Source: an optimization exercise on an open RTL-to-GDS flow (aim: small area). Production flows keep margins and buffers that such runs may drop. RTL that was checked went through simulation tests only; none was proved equivalent to the original. No activity file was given, so power comes from the tool's default toggle rates. The clock port is modelled as an ideal driver; clocking choices that lean on that would not hold on a real chip.

Setup of rev 12:
==> flow/design.v <==
package imem_loader_pkg;
   localparam logic [31:0] NOP_INSTR = 32'h0000_0013;   
   localparam int unsigned HDR_BYTES = 2;
endpackage
module imem_array (
   input  logic        clk,
   input  logic [2:0]  c3,          
   input  logic [4:0]  c5,          
   input  logic [3:0]  t,           
   input  logic [1:0]  u,           
   input  logic        q15,         
   input  logic        q16,         
   input  logic [3:0]  lane_got,    
   input  logic [15:0] p_we,        
   input  logic [7:0]  wbyte,
   input  logic [5:0]  ridx,        
   input  logic [15:0] lq,          
   input  logic        rd_en,       
   output logic [31:0] rdata   
);
   logic [7:0]   p    [16];
   logic [119:0] ring [16];
   logic         t_lo, t_hi;
   assign t_lo = (t == 4'd0);
   assign t_hi = (t == 4'd14);
   logic [2:0]  m3, p3;
   logic [4:0]  m5, p5;
   logic [14:0] posq;
   logic [3:0]  cls;
   logic [3:0]  latest;   
   always_comb begin
      m3 = '0;
      m5 = '0;
      for (int v = 0; v < 16; v++) begin
         if (ridx[5:2] == 4'(v)) begin
            m3[v % 3] = 1'b1;
            m5[v % 5] = 1'b1;
         end
      end
      for (int i = 0; i < 3; i++) begin
         p3[i] = 1'b0;
         for (int k = 0; k < 3; k++) p3[i] = p3[i] | (m3[k] & c3[(i - k + 3) % 3]);
      end
      for (int i = 0; i < 5; i++) begin
         p5[i] = 1'b0;
         for (int k = 0; k < 5; k++) p5[i] = p5[i] | (m5[k] & c5[(i - k + 5) % 5]);
      end
      for (int q = 0; q < 15; q++)
         posq[q] = p3[q % 3] & p5[q % 5];
      for (int k = 0; k < 4; k++) begin
         cls[k]    = (ridx[1:0] == 2'(k));
         latest[k] = (ridx[5:2] == lq[4*k +: 4]);
      end
   end
   genvar j, r;
   generate
      for (j = 0; j < 4; j++) begin : g_lane
         logic [63:0] sn;
         imem_rd_sel u_sel (.cls(cls), .posq(posq), .latest(latest), .sn(sn));
         for (r = 0; r < 4; r++) begin : g_cls
            localparam int K = j * 4 + r;
            logic older;   
            logic wr;
            assign older = lane_got[j] ? (u < 2'(r)) : (u <= 2'(r));   
            assign wr    = (older ? t_lo : t_hi) & ~(q16 | (q15 & ~older));
            logic [7:0] ring_in;   
            for (genvar b = 0; b < 8; b++) begin : g_wr
               imem_a22o u_wr (.a1(wr), .a2(p[K][b]), .b1(~wr), .b2(ring[K][112 + b]), .y(ring_in[b]));
            end
            always_ff @(posedge clk) begin
               if (p_we[K]) p[K] <= wbyte;
               ring[K] <= {ring[K][111:0], ring_in};
            end
         end
         for (genvar b = 0; b < 8; b++) begin : g_bit
            logic [63:0] d;
            for (genvar k = 0; k < 64; k++) begin : g_d
               if (k % 16 == 15) assign d[k] = p[j*4 + k/16][b];
               else              assign d[k] = ring[j*4 + k/16][8*(k%16) + b];
            end
            if ((8*j + b) == 0 || (8*j + b) == 1 || (8*j + b) == 4) begin : g_one
               imem_rd_bit #(.EN(1'b0)) u_rd (.sn(sn), .d(d), .en(rd_en), .y(rdata[8*j + b]));
            end else begin : g_zero
               imem_rd_bit #(.EN(1'b1)) u_rd (.sn(sn), .d(d), .en(rd_en), .y(rdata[8*j + b]));
            end
         end
      end
   endgenerate
endmodule
module imem_rd_bit #(
   parameter bit EN = 1'b0
) (
   input  logic [63:0] sn,
   input  logic [63:0] d,
   input  logic        en,
   output logic        y
);
   logic [31:0] l1;   
   logic [7:0]  l2;   
   logic [1:0]  l3;   
   for (genvar k = 0; k < 32; k++) begin : g_l1
      imem_o22ai u (.a1(sn[2*k]), .a2(d[2*k]), .b1(sn[2*k+1]), .b2(d[2*k+1]), .y(l1[k]));
   end
   for (genvar k = 0; k < 8; k++) begin : g_l2
      imem_nor4 u (.a(l1[4*k]), .b(l1[4*k+1]), .c(l1[4*k+2]), .d(l1[4*k+3]), .y(l2[k]));
   end
   for (genvar k = 0; k < 2; k++) begin : g_l3
      imem_nand4 u (.a(l2[4*k]), .b(l2[4*k+1]), .c(l2[4*k+2]), .d(l2[4*k+3]), .y(l3[k]));
   end
   if (EN) begin : g_en
      imem_nor3 u (.a(l3[0]), .b(l3[1]), .c(~en), .y(y));
   end else begin : g_one
      imem_o21ai u (.a1(l3[0]), .a2(l3[1]), .b1(en), .y(y));
   end
endmodule
module imem_rd_sel (
   input  logic [3:0]  cls,
   input  logic [14:0] posq,
   input  logic [3:0]  latest,
   output logic [63:0] sn
);
   for (genvar k = 0; k < 64; k++) begin : g_sn
      if (k % 16 == 15) begin : g_p
         imem_nand2 u (.a(cls[k / 16]), .b(latest[k / 16]), .y(sn[k]));
      end else begin : g_ring
         imem_nand3 u (.a(cls[k / 16]), .b(posq[k % 16]), .c(~latest[k / 16]), .y(sn[k]));
      end
   end
endmodule
module imem_nand2 (input logic a, b, output logic y);
   assign y = ~(a & b);
endmodule
module imem_nand3 (input logic a, b, c, output logic y);
   assign y = ~(a & b & c);
endmodule
module imem_a22o (input logic a1, a2, b1, b2, output logic y);
   assign y = (a1 & a2) | (b1 & b2);
endmodule
module imem_o22ai (input logic a1, a2, b1, b2, output logic y);
   assign y = ~((a1 | a2) & (b1 | b2));
endmodule
module imem_nor4 (input logic a, b, c, d, output logic y);
   assign y = ~(a | b | c | d);
endmodule
module imem_nand4 (input logic a, b, c, d, output logic y);
   assign y = ~(a & b & c & d);
endmodule
module imem_nor3 (input logic a, b, c, output logic y);
   assign y = ~(a | b | c);
endmodule
module imem_o21ai (input logic a1, a2, b1, output logic y);
   assign y = ~((a1 | a2) & b1);
endmodule
module imem_loader #(
   parameter int DEPTH = 64,
   parameter int AW    = $clog2(DEPTH)
) (
   input  logic          clk,
   input  logic          reset,
   input  logic [7:0]    rx_data,
   input  logic          rx_valid,
   output logic          rx_ready,
   input  logic [31:0]   PC,
   output logic [31:0]   Instr,
   output logic          cpu_reset,
   output logic          load_done,
   output logic          load_err,
   output logic [AW:0]   words_loaded
);
   logic        hi, dat, done, err;
   logic [7:0]  lo;
   logic [6:0]  widx;
   logic [1:0]  bsel;
   logic [2:0]  c3;
   logic [4:0]  c5;
   logic [3:0]  t;
   logic        xfer, wcomp, inc_q;
   logic [15:0] hdr;
   logic [15:0] p_we;
   logic [3:0]  lane_got;
   logic [5:0]  ridx;
   logic        in_range;
   logic [15:0] lq;
   logic [31:0] rdata;
   logic        unused_pc;
   assign rx_ready  = ~(done | err);
   assign cpu_reset = ~done;
   assign load_done = done;
   assign load_err  = err;
   assign words_loaded = widx;
   assign xfer  = rx_valid & rx_ready;
   assign hdr   = {rx_data, lo};
   assign wcomp = xfer & dat & (bsel == 2'd3);
   assign inc_q = wcomp & (widx[1:0] == 2'd3);
   always_comb begin
      for (int k = 0; k < 16; k++)
         p_we[k] = xfer & dat & (bsel == 2'(k / 4)) & (widx[1:0] == 2'(k % 4));
      for (int k = 0; k < 4; k++)
         lane_got[k] = (bsel > 2'(k));
   end
   always_ff @(posedge clk or posedge reset) begin
      if (reset) begin
         hi   <= 1'b0;
         dat  <= 1'b0;
         done <= 1'b0;
         err  <= 1'b0;
         lo   <= '0;
         widx <= '0;
         bsel <= '0;
         c3   <= 3'b001;
         c5   <= 5'b00001;
         t    <= '0;
      end else begin
         c3 <= {c3[1:0], c3[2]};
         c5 <= {c5[3:0], c5[4]};
         if (inc_q) t <= (t >= 4'd13) ? t - 4'd13 : t + 4'd2;
         else       t <= (t == 4'd14) ? 4'd0 : t + 4'd1;
         if (xfer) begin
            if (!hi && !dat) begin
               if (!done && !err) begin
                  lo <= rx_data;
                  hi <= 1'b1;
               end
            end else if (hi) begin
               hi <= 1'b0;
               if (hdr == 16'd0)          done <= 1'b1;
               else if (hdr > 16'(DEPTH)) err  <= 1'b1;
               else                       dat  <= 1'b1;
            end else begin
               bsel <= bsel + 2'd1;
               if (bsel == 2'd3) begin
                  widx <= widx + 7'd1;
                  if (widx + 7'd1 == lo[6:0]) begin
                     dat  <= 1'b0;
                     done <= 1'b1;
                  end
               end
            end
         end
      end
   end
   assign ridx     = PC[AW+1:2];
   assign in_range = (PC[31:AW+2] == '0) && ({1'b0, ridx} < widx);
   always_comb begin
      for (int k = 0; k < 4; k++)
         lq[4*k +: 4] = (2'(k) < widx[1:0]) ? widx[5:2] : widx[5:2] - 4'd1;
   end
   imem_array u_array (
      .clk      (clk),
      .c3       (c3),
      .c5       (c5),
      .t        (t),
      .u        (widx[1:0]),
      .q15      (widx[6:2] == 5'd15),
      .q16      (widx[6]),
      .lane_got (lane_got),
      .p_we     (p_we),
      .wbyte    (rx_data),
      .ridx     (ridx),
      .lq       (lq),
      .rd_en    (done & in_range),
      .rdata    (rdata)
   );
   assign Instr     = rdata;   
   assign unused_pc = &{1'b0, PC[1:0]};
endmodule
export LEC_CHECK = 0
export CAP_MARGIN = 20
export CORE_MARGIN = 2
export CORE_UTILIZATION = 80
export SLEW_MARGIN = 20
export SYNTH_HIERARCHICAL = 1
export SYNTH_MINIMUM_KEEP_SIZE = 0
create_clock -name core_clock -period 8.0 [get_ports {clk}]
standard.sh (not shown) runs the stock make flow with config.mk's settings and CLKGATE_MAP_FILE= SYNTH_SCRIPT=/design/flow/synth_recipe.tcl, a recipe that flattens the netlist after the stock synthesis.
==> flow/flow/run.sh <==
#!/bin/bash
# Own layout flow: the standard ORFS flow (standard.sh) with a few options
# changed through make variables. Each tool's full log stays under orfs/logs/;
# make's own output goes to standard.log here.
set -uo pipefail
cd "$(dirname "$0")/.."
F=$(pwd)/flow
bash standard.sh \
  POST_SYNTH_TCL=$F/downsize_nor.tcl \
  BUFFER_PORTS_ARGS="-buffer_cell sky130_fd_sc_hd__buf_1" \
  CTS_ARGS="-sink_clustering_enable -repair_clock_nets -dont_use_dummy_load -sink_clustering_size 30 -sink_clustering_max_diameter 100 -buf_list sky130_fd_sc_hd__clkbuf_16" \
  finish > standard.log 2>&1
==> flow/flow/downsize_nor.tcl <==
# Synthesis gives the read tree's 4- and 3-input NORs double drive strength;
# start them at the smallest size and let the repair steps size up where needed.
set ndown 0
foreach inst [[ord::get_db_block] getInsts] {
  set m [[$inst getMaster] getName]
  if {[regexp {^(sky130_fd_sc_hd__nor[34])_2$} $m -> base]} {
    replace_cell [$inst getName] ${base}_1
    incr ndown
  }
}
puts "downsize_nor.tcl: $ndown cells downsized"
Setup changes, rev 12 to rev 13
-- flow/design.v --
<<< rev 12, line 29
   logic [3:0]  cls;
   logic [3:0]  latest;   
   always_comb begin
      m3 = '0;
>>> rev 13, line 29
   logic [3:0]  cls;
   logic [3:0]  latest;   
   logic [63:0] sn;      
   always_comb begin
      m3 = '0;
<<< rev 12, line 52
         latest[k] = (ridx[5:2] == lq[4*k +: 4]);
      end
   end
   genvar j, r;
   generate
      for (j = 0; j < 4; j++) begin : g_lane
         logic [63:0] sn;
         imem_rd_sel u_sel (.cls(cls), .posq(posq), .latest(latest), .sn(sn));
         for (r = 0; r < 4; r++) begin : g_cls
            localparam int K = j * 4 + r;
>>> rev 13, line 53
         latest[k] = (ridx[5:2] == lq[4*k +: 4]);
      end
      for (int k = 0; k < 64; k++) begin
         if (k % 16 == 15) sn[k] = ~(cls[k / 16] & latest[k / 16]);
         else              sn[k] = ~(cls[k / 16] & posq[k % 16] & ~latest[k / 16]);
      end
   end
   genvar j, r;
   generate
      for (j = 0; j < 4; j++) begin : g_lane
         for (r = 0; r < 4; r++) begin : g_cls
            localparam int K = j * 4 + r;
<<< rev 12, line 113
      imem_o21ai u (.a1(l3[0]), .a2(l3[1]), .b1(en), .y(y));
   end
endmodule
module imem_rd_sel (
   input  logic [3:0]  cls,
   input  logic [14:0] posq,
   input  logic [3:0]  latest,
   output logic [63:0] sn
);
   for (genvar k = 0; k < 64; k++) begin : g_sn
      if (k % 16 == 15) begin : g_p
         imem_nand2 u (.a(cls[k / 16]), .b(latest[k / 16]), .y(sn[k]));
      end else begin : g_ring
         imem_nand3 u (.a(cls[k / 16]), .b(posq[k % 16]), .c(~latest[k / 16]), .y(sn[k]));
      end
   end
endmodule
module imem_nand2 (input logic a, b, output logic y);
   assign y = ~(a & b);
endmodule
module imem_nand3 (input logic a, b, c, output logic y);
   assign y = ~(a & b & c);
endmodule
module imem_a22o (input logic a1, a2, b1, b2, output logic y);
>>> rev 13, line 116
      imem_o21ai u (.a1(l3[0]), .a2(l3[1]), .b1(en), .y(y));
   end
endmodule
module imem_a22o (input logic a1, a2, b1, b2, output logic y);
### Flow results
Rev 13 vs. rev 12: switching share of total power lower, clock power roughly the same. Initial standard-cell utilization of the core, rev 13 and rev 12: smaller value in rev 12. Total number of vias in rev 13 is 780 below rev 12. Rev 12 ended up with more cell instances than rev 13 did. Comparing final critical delay including setup and external delays for rev 13 and rev 12, the smaller number came from rev 13. [rev 13] aggregate global-route resource usage rose 1.8 points relative to rev 12. Share of the core filled with cells in the final layout: rev 13 and rev 12 compared, higher one is rev 13.
The RTL of rev 13 was laid out without a check of its function.

what the ideal ports hide:
No port has a modelled driver above. Below, the same layouts with a new extraction and two added sets of constraints.
Step 1, drivers: a clkbuf_16 drives clk and a buf_2 each remaining input, both assumed.
Step 2, shift: input delay + t, output delay - t, t = (earliest + latest rising clock arrival at the registers) / 2. This alone moves slack from input paths to output paths.
a / b / c = ideal / step 1 / step 2; a / b = the first two.
run	t (ns)	slack for setup (ns)	worst hold slack (ns)	clock arrival spread, ns
rev 12	0.717	0.168 / 0.141 / 0.141	0.310 / 0.310 / 0.310	0.077 / 0.076
rev 13	0.724	0.369 / 0.345 / 0.345	0.310 / 0.310 / 0.310	0.072 / 0.073
After both steps every run listed still meets setup and hold. For rev 12, which loses most, drivers alone change the setup slack by -0.027 ns; drivers and shift together by -0.027 ns.
